Context: an optimization exercise on an open-source flow, tuned for small area. The choices shown serve that exercise and are no tape-out recipe. In this exercise RTL edits were held to simulation tests only and were not proved equivalent to the original. Power is estimated from default activity; no workload was simulated.

==> design/flow/design.v <==
`default_nettype none
package csr_pkg;
  localparam int unsigned XLEN              = 32;
  localparam int unsigned NUM_PERF_COUNTERS = 9;
  localparam logic [1:0] MXL_RV32         = 2'd1;   
  localparam int unsigned MSTATUS_MIE_BIT  = 3;
  localparam int unsigned MSTATUS_MPIE_BIT = 7;
  localparam logic [1:0] PRIV_LVL_M       = 2'd3;   
  localparam logic [1:0] PCMR_RESET       = 2'd3;   
  localparam logic [6:0] PCCR_BASE_UPPER = 7'b0111100;
  typedef enum logic [1:0] {
    CSR_OP_NONE  = 2'd0,
    CSR_OP_WRITE = 2'd1,
    CSR_OP_SET   = 2'd2,
    CSR_OP_CLEAR = 2'd3
  } csr_op_e;
  typedef enum logic [11:0] {
    CSR_MSTATUS = 12'h300,
    CSR_MISA    = 12'h301,
    CSR_MTVEC   = 12'h305,
    CSR_MEPC    = 12'h341,
    CSR_MCAUSE  = 12'h342,
    CSR_PCCR31  = 12'h79F,   
    CSR_PCER    = 12'h7A0,
    CSR_PCMR    = 12'h7A1,
    CSR_MHARTID = 12'hF14
  } csr_num_e;
  typedef enum int unsigned {
    EV_CYCLE        = 0,
    EV_INSTR        = 1,
    EV_IMISS        = 2,
    EV_LOAD         = 3,
    EV_STORE        = 4,
    EV_JUMP         = 5,
    EV_BRANCH       = 6,
    EV_BRANCH_TAKEN = 7,
    EV_COMPRESSED   = 8
  } perf_event_e;
endpackage
`default_nettype wire
`timescale 1ns/1ns
`default_nettype none
import csr_pkg::*;
module csr_access (
  input  logic            csr_access_i,
  input  logic [1:0]              csr_op_i,
  input  logic [csr_pkg::XLEN-1:0] csr_wdata_i,
  input  logic [csr_pkg::XLEN-1:0] machine_rdata_i,
  input  logic [csr_pkg::XLEN-1:0] perf_rdata_i,
  input  logic            perf_hit_i,
  output logic [csr_pkg::XLEN-1:0] csr_rdata_o,
  output logic [csr_pkg::XLEN-1:0] csr_wdata_o,
  output logic            csr_we_o
);
  assign csr_rdata_o = perf_hit_i ? perf_rdata_i : machine_rdata_i;
  always_comb begin
    csr_wdata_o = csr_wdata_i;
    unique case (csr_op_i)
      CSR_OP_WRITE: csr_wdata_o = csr_wdata_i;                 
      CSR_OP_SET:   csr_wdata_o = csr_wdata_i | csr_rdata_o;   
      CSR_OP_CLEAR: csr_wdata_o = ~csr_wdata_i & csr_rdata_o;  
      CSR_OP_NONE:  csr_wdata_o = csr_wdata_i;                 
      default:      csr_wdata_o = csr_wdata_i;
    endcase
  end
  always_comb begin
    csr_we_o = 1'b0;
    if (csr_access_i) begin
      csr_we_o = (csr_op_i != CSR_OP_NONE);  
    end
  end
endmodule
`default_nettype wire
`timescale 1ns/1ns
`default_nettype none
import csr_pkg::*;
module machine_csrs #(
  parameter bit RV32E = 1'b0,
  parameter bit RV32M = 1'b1
) (
  input  logic            clk_i,
  input  logic            rst_ni,
  input  logic [11:0]             csr_addr_i,
  input  logic [csr_pkg::XLEN-1:0] csr_wdata_i,
  input  logic            csr_we_i,
  input  logic [csr_pkg::XLEN-1:0] boot_addr_i,
  input  logic [3:0]      core_id_i,
  input  logic [5:0]      cluster_id_i,
  input  logic [csr_pkg::XLEN-1:0] pc_if_i,
  input  logic [csr_pkg::XLEN-1:0] pc_id_i,
  input  logic            csr_save_if_i,
  input  logic            csr_save_id_i,
  input  logic            csr_save_cause_i,
  input  logic [5:0]      csr_cause_i,        
  input  logic            csr_restore_mret_i,
  output logic [csr_pkg::XLEN-1:0] csr_rdata_o,
  output logic            m_irq_enable_o,
  output logic [csr_pkg::XLEN-1:0] mepc_o
);
  localparam logic [XLEN-1:0] MISA_VALUE =
      (XLEN'(1)     <<  2)    
    | (XLEN'(RV32E) <<  4)    
    | (XLEN'(1)     <<  8)    
    | (XLEN'(RV32M) << 12)    
    | (XLEN'(MXL_RV32) << 30);
  logic            mie_q, mie_n;      
  logic            mpie_q, mpie_n;    
  logic [XLEN-1:0] mepc_q, mepc_n;
  logic [5:0]      mcause_q, mcause_n;
  logic [XLEN-1:0] exception_pc;
  always_comb begin
    csr_rdata_o = '0;
    case (csr_addr_i)
      CSR_MSTATUS: begin
        csr_rdata_o[12:11]            = PRIV_LVL_M;  
        csr_rdata_o[MSTATUS_MPIE_BIT] = mpie_q;
        csr_rdata_o[MSTATUS_MIE_BIT]  = mie_q;
      end
      CSR_MISA:    csr_rdata_o = MISA_VALUE;
      CSR_MTVEC:   csr_rdata_o = boot_addr_i;    
      CSR_MEPC:    csr_rdata_o = mepc_q;
      CSR_MCAUSE:  csr_rdata_o = {mcause_q[5], 26'b0, mcause_q[4:0]};
      CSR_MHARTID: csr_rdata_o = {21'b0, cluster_id_i, 1'b0, core_id_i};
      default:     csr_rdata_o = '0;            
    endcase
  end
  assign exception_pc = (csr_save_if_i && !csr_save_id_i) ? pc_if_i : pc_id_i;
  always_comb begin
    mie_n    = mie_q;
    mpie_n   = mpie_q;
    mepc_n   = mepc_q;
    mcause_n = mcause_q;
    if (csr_we_i) begin
      case (csr_addr_i)
        CSR_MSTATUS: begin
          mie_n  = csr_wdata_i[MSTATUS_MIE_BIT];
          mpie_n = csr_wdata_i[MSTATUS_MPIE_BIT];
        end
        CSR_MEPC:   mepc_n   = csr_wdata_i;
        CSR_MCAUSE: mcause_n = {csr_wdata_i[XLEN-1], csr_wdata_i[4:0]};
        default: ;
      endcase
    end
    if (csr_save_cause_i) begin
      mepc_n   = exception_pc;
      mcause_n = csr_cause_i;
      mpie_n   = mie_q;   
      mie_n    = 1'b0;    
    end else if (csr_restore_mret_i) begin
      mie_n  = mpie_q;    
      mpie_n = 1'b1;
    end
  end
  always_ff @(posedge clk_i or negedge rst_ni) begin
    if (!rst_ni) begin
      mie_q    <= 1'b0;
      mpie_q   <= 1'b0;
      mepc_q   <= '0;
      mcause_q <= '0;
    end else begin
      mie_q    <= mie_n;
      mpie_q   <= mpie_n;
      mepc_q   <= mepc_n;
      mcause_q <= mcause_n;
    end
  end
  assign m_irq_enable_o = mie_q;
  assign mepc_o         = mepc_q;
endmodule
`default_nettype wire
`timescale 1ns/1ns
`default_nettype none
import csr_pkg::*;
module perf_counters (
  input  logic            clk_i,
  input  logic            rst_ni,
  input  logic            csr_access_i,
  input  logic [11:0]             csr_addr_i,
  input  logic [csr_pkg::XLEN-1:0] csr_wdata_i,
  input  logic            csr_we_i,
  input  logic            if_valid_i,       
  input  logic            id_valid_i,       
  input  logic            is_compressed_i,
  input  logic            is_decoding_i,    
  input  logic            imiss_i,          
  input  logic            pc_set_i,         
  input  logic            jump_i,
  input  logic            branch_i,
  input  logic            branch_taken_i,
  input  logic            mem_load_i,
  input  logic            mem_store_i,
  output logic [csr_pkg::XLEN-1:0] perf_rdata_o,
  output logic            perf_hit_o
);
  localparam int unsigned PCMR_EN  = 0;   
  localparam int unsigned PCMR_SAT = 1;   
  logic [11:0]                  csr_addr;
  logic                         is_pcer;
  logic                         is_pcmr;
  logic                         is_pccr;
  logic                         pccr_all_sel;
  logic [4:0]                   pccr_index;
  logic [NUM_PERF_COUNTERS-1:0] pccr_in;      
  logic [NUM_PERF_COUNTERS-1:0] pccr_inc;     
  logic [NUM_PERF_COUNTERS-1:0] pccr_inc_q;   
  logic [NUM_PERF_COUNTERS-1:0][XLEN-1:0] pccr_q, pccr_n;
  logic [NUM_PERF_COUNTERS-1:0] pcer_q, pcer_n;
  logic [1:0]                   pcmr_q, pcmr_n;
  assign pccr_in[EV_CYCLE]        = 1'b1;
  assign pccr_in[EV_INSTR]        = if_valid_i;
  assign pccr_in[EV_IMISS]        = imiss_i & ~pc_set_i;  
  assign pccr_in[EV_LOAD]         = mem_load_i;
  assign pccr_in[EV_STORE]        = mem_store_i;
  assign pccr_in[EV_JUMP]         = jump_i;
  assign pccr_in[EV_BRANCH]       = branch_i;
  assign pccr_in[EV_BRANCH_TAKEN] = branch_taken_i;
  assign pccr_in[EV_COMPRESSED]   = id_valid_i & is_decoding_i & is_compressed_i;
  assign pccr_inc = pccr_in & pcer_q & {NUM_PERF_COUNTERS{pcmr_q[PCMR_EN]}};
  assign csr_addr     = csr_addr_i;
  assign is_pcer      = (csr_addr_i == CSR_PCER);
  assign is_pcmr      = (csr_addr_i == CSR_PCMR);
  assign is_pccr      = (csr_addr[11:5] == PCCR_BASE_UPPER);  
  assign pccr_all_sel = (csr_addr_i == CSR_PCCR31);
  assign pccr_index   = csr_addr[4:0];
  assign perf_hit_o = csr_access_i & (is_pcer | is_pcmr | is_pccr);
  always_comb begin
    perf_rdata_o = '0;
    if (is_pcer) begin
      perf_rdata_o = XLEN'(pcer_q);
    end else if (is_pcmr) begin
      perf_rdata_o = XLEN'(pcmr_q);
    end else if (is_pccr) begin
      for (int c = 0; c < NUM_PERF_COUNTERS; c++) begin
        if (pccr_index == 5'(c)) begin
          perf_rdata_o = pccr_q[c];
        end
      end
    end
  end
  always_comb begin
    for (int c = 0; c < NUM_PERF_COUNTERS; c++) begin
      pccr_n[c] = pccr_q[c];
      if (pccr_inc_q[c] && (!pcmr_q[PCMR_SAT] || (pccr_q[c] != '1))) begin
        pccr_n[c] = pccr_q[c] + XLEN'(1);  
      end
      if (csr_we_i && is_pccr && (pccr_all_sel || (pccr_index == 5'(c)))) begin
        pccr_n[c] = csr_wdata_i;
      end
    end
  end
  always_comb begin
    pcer_n = pcer_q;
    pcmr_n = pcmr_q;
    if (csr_we_i && is_pcer) pcer_n = csr_wdata_i[NUM_PERF_COUNTERS-1:0];
    if (csr_we_i && is_pcmr) pcmr_n = csr_wdata_i[1:0];
  end
  always_ff @(posedge clk_i or negedge rst_ni) begin
    if (!rst_ni) begin
      pcer_q     <= '0;           
      pcmr_q     <= PCMR_RESET;
      pccr_inc_q <= '0;
      pccr_q     <= '0;
    end else begin
      pcer_q     <= pcer_n;
      pcmr_q     <= pcmr_n;
      pccr_inc_q <= pccr_inc;    
      pccr_q     <= pccr_n;
    end
  end
endmodule
`default_nettype wire
`timescale 1ns/1ns
`default_nettype none
import csr_pkg::*;
module csr_unit_top #(
  parameter bit RV32E = 1'b0,
  parameter bit RV32M = 1'b1
) (
  input  logic            clk_i,
  input  logic            rst_ni,
  input  logic [csr_pkg::XLEN-1:0] boot_addr_i,
  input  logic [3:0]      core_id_i,
  input  logic [5:0]      cluster_id_i,
  input  logic            csr_access_i,
  input  logic [11:0]             csr_addr_i,
  input  logic [csr_pkg::XLEN-1:0] csr_wdata_i,
  input  logic [1:0]              csr_op_i,
  output logic [csr_pkg::XLEN-1:0] csr_rdata_o,
  input  logic [csr_pkg::XLEN-1:0] pc_if_i,
  input  logic [csr_pkg::XLEN-1:0] pc_id_i,
  input  logic            csr_save_if_i,
  input  logic            csr_save_id_i,
  input  logic            csr_save_cause_i,
  input  logic [5:0]      csr_cause_i,
  input  logic            csr_restore_mret_i,
  output logic            m_irq_enable_o,
  output logic [csr_pkg::XLEN-1:0] mepc_o,
  input  logic            if_valid_i,
  input  logic            id_valid_i,
  input  logic            is_compressed_i,
  input  logic            is_decoding_i,
  input  logic            imiss_i,
  input  logic            pc_set_i,
  input  logic            jump_i,
  input  logic            branch_i,
  input  logic            branch_taken_i,
  input  logic            mem_load_i,
  input  logic            mem_store_i
);
  logic [XLEN-1:0] machine_rdata;
  logic [XLEN-1:0] perf_rdata;
  logic            perf_hit;
  logic [XLEN-1:0] csr_wdata;   
  logic            csr_we;
  csr_access u_access (
    .csr_access_i    (csr_access_i),
    .csr_op_i        (csr_op_i),
    .csr_wdata_i     (csr_wdata_i),
    .machine_rdata_i (machine_rdata),
    .perf_rdata_i    (perf_rdata),
    .perf_hit_i      (perf_hit),
    .csr_rdata_o     (csr_rdata_o),
    .csr_wdata_o     (csr_wdata),
    .csr_we_o        (csr_we)
  );
  machine_csrs #(
    .RV32E (RV32E),
    .RV32M (RV32M)
  ) u_machine (
    .clk_i              (clk_i),
    .rst_ni             (rst_ni),
    .csr_addr_i         (csr_addr_i),
    .csr_wdata_i        (csr_wdata),
    .csr_we_i           (csr_we),
    .boot_addr_i        (boot_addr_i),
    .core_id_i          (core_id_i),
    .cluster_id_i       (cluster_id_i),
    .pc_if_i            (pc_if_i),
    .pc_id_i            (pc_id_i),
    .csr_save_if_i      (csr_save_if_i),
    .csr_save_id_i      (csr_save_id_i),
    .csr_save_cause_i   (csr_save_cause_i),
    .csr_cause_i        (csr_cause_i),
    .csr_restore_mret_i (csr_restore_mret_i),
    .csr_rdata_o        (machine_rdata),
    .m_irq_enable_o     (m_irq_enable_o),
    .mepc_o             (mepc_o)
  );
  perf_counters u_perf (
    .clk_i           (clk_i),
    .rst_ni          (rst_ni),
    .csr_access_i    (csr_access_i),
    .csr_addr_i      (csr_addr_i),
    .csr_wdata_i     (csr_wdata),
    .csr_we_i        (csr_we),
    .if_valid_i      (if_valid_i),
    .id_valid_i      (id_valid_i),
    .is_compressed_i (is_compressed_i),
    .is_decoding_i   (is_decoding_i),
    .imiss_i         (imiss_i),
    .pc_set_i        (pc_set_i),
    .jump_i          (jump_i),
    .branch_i        (branch_i),
    .branch_taken_i  (branch_taken_i),
    .mem_load_i      (mem_load_i),
    .mem_store_i     (mem_store_i),
    .perf_rdata_o    (perf_rdata),
    .perf_hit_o      (perf_hit)
  );
endmodule
`default_nettype wire
==> design/flow/run.sh <==
#!/bin/bash
# synth_recipe.tcl (not shown) runs the flow's synth.tcl, then flattens the netlist and writes it again
# the make line also repeats each setting of config.mk as NAME=value (left out here)
make -C /OpenROAD-flow-scripts/flow DESIGN_CONFIG=/design/flow/config.mk WORK_HOME=/design/flow/orfs CLKGATE_MAP_FILE= SYNTH_SCRIPT=/design/flow/synth_recipe.tcl finish
==> design/flow/config.mk <==
export PLATFORM = sky130hd
export DESIGN_NAME = csr_unit_top
export DESIGN_NICKNAME = csr_unit_top
export VERILOG_FILES = /design/flow/design.v
export SDC_FILE = /design/flow/constraint.sdc
export NUM_CORES = 4
export LEC_CHECK = 0
export CAP_MARGIN = 20
export CORE_MARGIN = 2
export CORE_UTILIZATION = 40
export SLEW_MARGIN = 20
==> design/flow/constraint.sdc <==
create_clock -name core_clock -period 10.0 [get_ports {clk_i}]
set_input_delay 2.0000 -clock core_clock [delete_from_list [all_inputs] [get_ports {clk_i}]]
set_output_delay 2.0000 -clock core_clock [all_outputs]
set_load 0.01 [all_outputs]
==> summary.txt <==
Power
  • Flop pwr share: approximately two fifths
  • Pwr dens: 124 mW/mm^2
  • Total chip power: 3.65 mW
  • Switching Share: 29.5%
  • Power Internal: roughly 2.6 mW
  • Switch Pwr: 1.08 mW
  • Total leakage power: 11.0 nW
  • Clk pwr share: between 40% and 50%
  • Largest vdd supply drop: 0.129 mV
  • Logic gate share of total power: 14.1%

Final layout
  • Commonest cells after routing, fill and taps aside: 346 x dfrtp_1, 258 x nand2_1, 236 x clkdlybuf4s50_1, 230 x nor2_1, 179 x nand3_1
  • Commonest non-fill, non-tap cell in the layout: dfrtp_1
  • Final core occ: 48.4%
  • # fillers: 5780
  • Multi-input logic area: between 0.015 and 0.02 mm^2
  • Area Overhead vs Synth: 19.2%
  • Layout cells sized above 1: 8.03%
  • Nets: 3228
  • Cell area after layout: 0.0293 mm^2
  • FF+latch area: 0.00871 mm^2

Placement
  • Port bufs: 240
  • Area after DPL: roughly 0.028 mm^2
  • Final GP Congestion: roughly 1.0
  • Final HPWL DP: approximately 100 mm

Timing
  • Finish-stage setup viols: 0
  • Minimum clock period: about 8.4 ns
  • Fin crit share: between 80% and 90%
  • TNS Setup: 0 ns
  • Max-slew violations: 0
  • RSZ-0062 raised after global routing: no
  • Hold Vio Cnt, Final: 0
  • Worst hold slack: 0.522 ns
  • Rel. slew slack: 22.1%
  • Worst-Margin Slew: 1.17 ns
  • Peak Freq: 120 MHz
  • Clk_skew: 0.0288 ns

Status
  • Status: finished clean

Hold path
  • Hold Path Class: register to register
  • Hold Crit Depth: 2
  • WHS Endpoint: u_perf.pcer_q[8]
  • Hold path startpoint: u_perf.pcer_q[8]

Critical path
  • Crit path kind: input pin to output pin
  • Worst setup EP type: output pin
  • Setup crit start kind: input pin
  • Most frequent cell on the critical path: clkdlybuf4s50_1
  • Worst Path Arrival: 6.37 ns
  • CP max stage delay: 0.91 ns
  • CP max stage cell: clkdlybuf4s50_1
  • Data required, critical path: 8.00 ns
  • Reg2Reg Launch Point: u_perf.pccr_q[7]
  • Reg2Reg Setup Slack: 6.54 ns
  • Critical path peak fanout: 17
  • R2R depth: 7
  • Worst-path cell chain: clkdlybuf4s50_1 -> buf_4 -> nand4bb_1 -> nor2_1 -> a221o_1 -> nor3_1 -> o21ai_0 -> clkdlybuf4s50_1
  • Reg2reg end: u_machine.mepc_q[7]

Detailed routing
  • DR pass1 iterations: 7
  • First DRT Iteration DRCs: 3427
  • Vias: 25400
  • Routed met1 length: 54.1 mm
  • DR vias/cell: between 6 and 7
  • WL final: around 140 mm
  • Drt wl/cell: 35.1 um
  • Highest metal layer with signal wires: met5
  • DRC: 0
  • Antenna viol nets, final: 0
  • Met2 Wirelength: 59.4 mm
  • Met3 wire length: ~13 mm

GRT
  • GRT overflow: 0
  • GRT Overall Usage: about two fifths
  • Vias in the first global route: 23900
  • Largest net degree at the start of global routing: 80
  • Initial antenna violation count: 12
  • First-pass GRT wire length: 187 mm

CTS
  • Max clock buf depth: 3
  • CTS tree: done
  • Reg clk slew, reported paths: 0.06 ns
  • Root Buffer: clkbuf_16
  • Clock sinks: 348
  • Cts bufs inserted: 44
  • Clock latency (worst-skew pair): ~0.6 ns
  • Setup bufs post-CTS: 0
  • Cts hold-fix bufs: 0
  • CTS resizes: 0
  • Htree depth: 2

Floorplanning
  • Starting Density: around two fifths
  • Die Area: 0.0635 mm^2
  • IO Pins: 241
  • Die width: 252 um
  • Num rows: 90
  • DIE HEIGHT: 252 um
  • Core Box Area: 0.0606 mm^2

Yosys
  • Post-synthesis mux area share: 7.03%
  • Syn Area/Cell: 8.55 um^2
  • Synthesized Nets: 3062
  • Synth Area in Compound Gates: between 10% and 20%
  • Ys flop type: dfrtp_1
  • Simple logic cell fraction of the synthesized area: a little under a quarter
  • Post-Synth XOR/XNOR Area: 9.72%
  • Post-synth ARST share: 100%
  • Number of flops mapped to enable cells by yosys: 0
  • Synth Instances: 2877
  • Area leader, netlist: dfrtp_1
  • Distinct cells, synth: 102
  • Largest family of logic cells by synthesized area: simple AND/OR/NAND/NOR gates
  • Post-synthesis sequential area ratio: roughly 35%
  • Mapped Area: ~0.025 mm^2
  • Main area contributors after synthesis: dfrtp_1 35%, mux2i_1 6.3%, xnor2_1 5.2%
  • Post-synthesis adder-cell area fraction: 0.458%
  • Top-area cell type share of the netlist area: 35.2%
  • Number of synthesized register bits: between 300 and 400
  • Count of warnings emitted by yosys: 3

Run
  • Maximum Capacitance Violations: 0
[layout make-up]
cell class / count / share of cell area (%)
multi-input cells: 2282 / 51.2
clock inverters: 17 / 0.700
well taps: 782 / 3.34
repair buffers: 308 / 10.1
clock buffers: 62 / 4.26
diodes: 2 / 0.0171
inverters: 59 / 0.755
flip-flops and latches: 348 / 29.7
[worst max-delay path by stage]
| stage | cells after the start | end | startpoint | slack, ns |
|---|---|---|---|---|
| after detailed placement | 8 | csr_rdata_o[9] | csr_addr_i[4] | 1.76 |
| final | 8 | csr_rdata_o[9] | csr_addr_i[4] | 1.63 |
| after floorplan | 9 | csr_rdata_o[1] | csr_addr_i[0] | 4.23 |
| after global placement | 8 | csr_rdata_o[9] | csr_addr_i[4] | 1.85 |
| after CTS | 8 | csr_rdata_o[9] | csr_addr_i[4] | 1.76 |
| after global routing | 8 | csr_rdata_o[9] | csr_addr_i[4] | 1.60 |
[Yosys cell counts (13+ instances only)]
| master | instances |
|---|---|
| a211oi_1 | 17 |
| a21o_1 | 13 |
| a21oi_1 | 161 |
| a221o_1 | 19 |
| a221oi_1 | 14 |
| a22o_1 | 26 |
| a22oi_1 | 56 |
| a31oi_1 | 22 |
| and2_1 | 33 |
| and3_1 | 88 |
| and4_1 | 24 |
| buf_2 | 67 |
| buf_4 | 16 |
| clkbuf_1 | 94 |
| dfrtp_1 | 346 |
| inv_1 | 58 |
| mux2_2 | 15 |
| mux2i_1 | 156 |
| nand2_1 | 258 |
| nand2b_1 | 15 |
| nand3_1 | 179 |
| nand4_1 | 92 |
| nor2_1 | 232 |
| nor2b_1 | 22 |
| nor3_1 | 68 |
| nor4_1 | 25 |
| o211ai_1 | 16 |
| o21ai_0 | 176 |
| o21ai_1 | 20 |
| o22ai_1 | 26 |
| or3_1 | 14 |
| xnor2_1 | 146 |
| xor2_1 | 127 |
[logic make-up (layout without fill, tap and decap cells)]
logic type | Yosys count | after routing
simple gates | 1118 | 1118
xor+xnor | 273 | 273
buf+inv | 247 | 446
mux | 171 | 171
other cells | 0 | 2
fa+ha+maj | 9 | 9
flops | 348 | 348
compound gates | 711 | 711
[power groups by stage]
| stage | Sequential [mW] | Combinational, mW | Clock (mW) |
|---|---|---|---|
| floorplan | 1.49 | 0.191 | 0 |
| global placement | 1.50 | 0.493 | 0 |
| detailed placement | 1.51 | 0.496 | 0 |
| CTS | 1.48 | 0.499 | 1.66 |
| global route | 1.48 | 0.527 | 1.72 |
| finish | 1.48 | 0.515 | 1.65 |
[registers in the layout, indices dropped and copies added (netlist names)]
signal,count
u_machine.mpie_q,1
u_machine.mie_q,1
u_perf.pcmr_q,2
u_machine.mcause_q,6
u_perf.pccr_inc_q,9
u_perf.pccr_q,288
u_machine.mepc_q,32
u_perf.pcer_q,9
[per-layer routing]
metal,up-vias,GRT usage [%]
li1,10900,-
met1,12600,55.0
met2,1623,65.1
met3,351,7.37
met4,6,23.6
met5,-,0
[through the flow]
stage / setup slack, ns / std cells
floorplan: 4.23 / 2877
CTS: 1.76 / 3856
detailed placement: 1.76 / 3777
global placement: 1.85 / 3775
finish: 1.63 / 3860
global route: 1.60 / 3859
[critical path: cells and delay by family]
family,cells,cell delay [ns]
AND/OR/NAND/NOR,3,1.49
buffers and inverters,3,2.03
AO/OA/AOI/OAI,2,0.81

separate check: timing with driven ports:
The flow's constraints put no driver on any port. The routed layout listed below was extracted and timed again, unchanged, in two steps.
Step 1 assumes that a clkbuf_16 drives the clock port and a buf_2 every other input.
Step 2 moves the port delays by t, midway between the first and last clock arrival at a register: inputs arrive t later, outputs are due t later. That takes back most of the time a late clock gives input paths.
Three values: ideal ports, drivers, drivers and shift; two values: the first two.
t, ns: 0.653
setup WS [ns]: 1.632 / 1.593 / 1.593
cell pins on the clock port's net: 1
After both steps setup and hold are still met in this run. For this run, drivers alone change the setup slack by -0.039 ns; drivers and shift together by -0.039 ns.
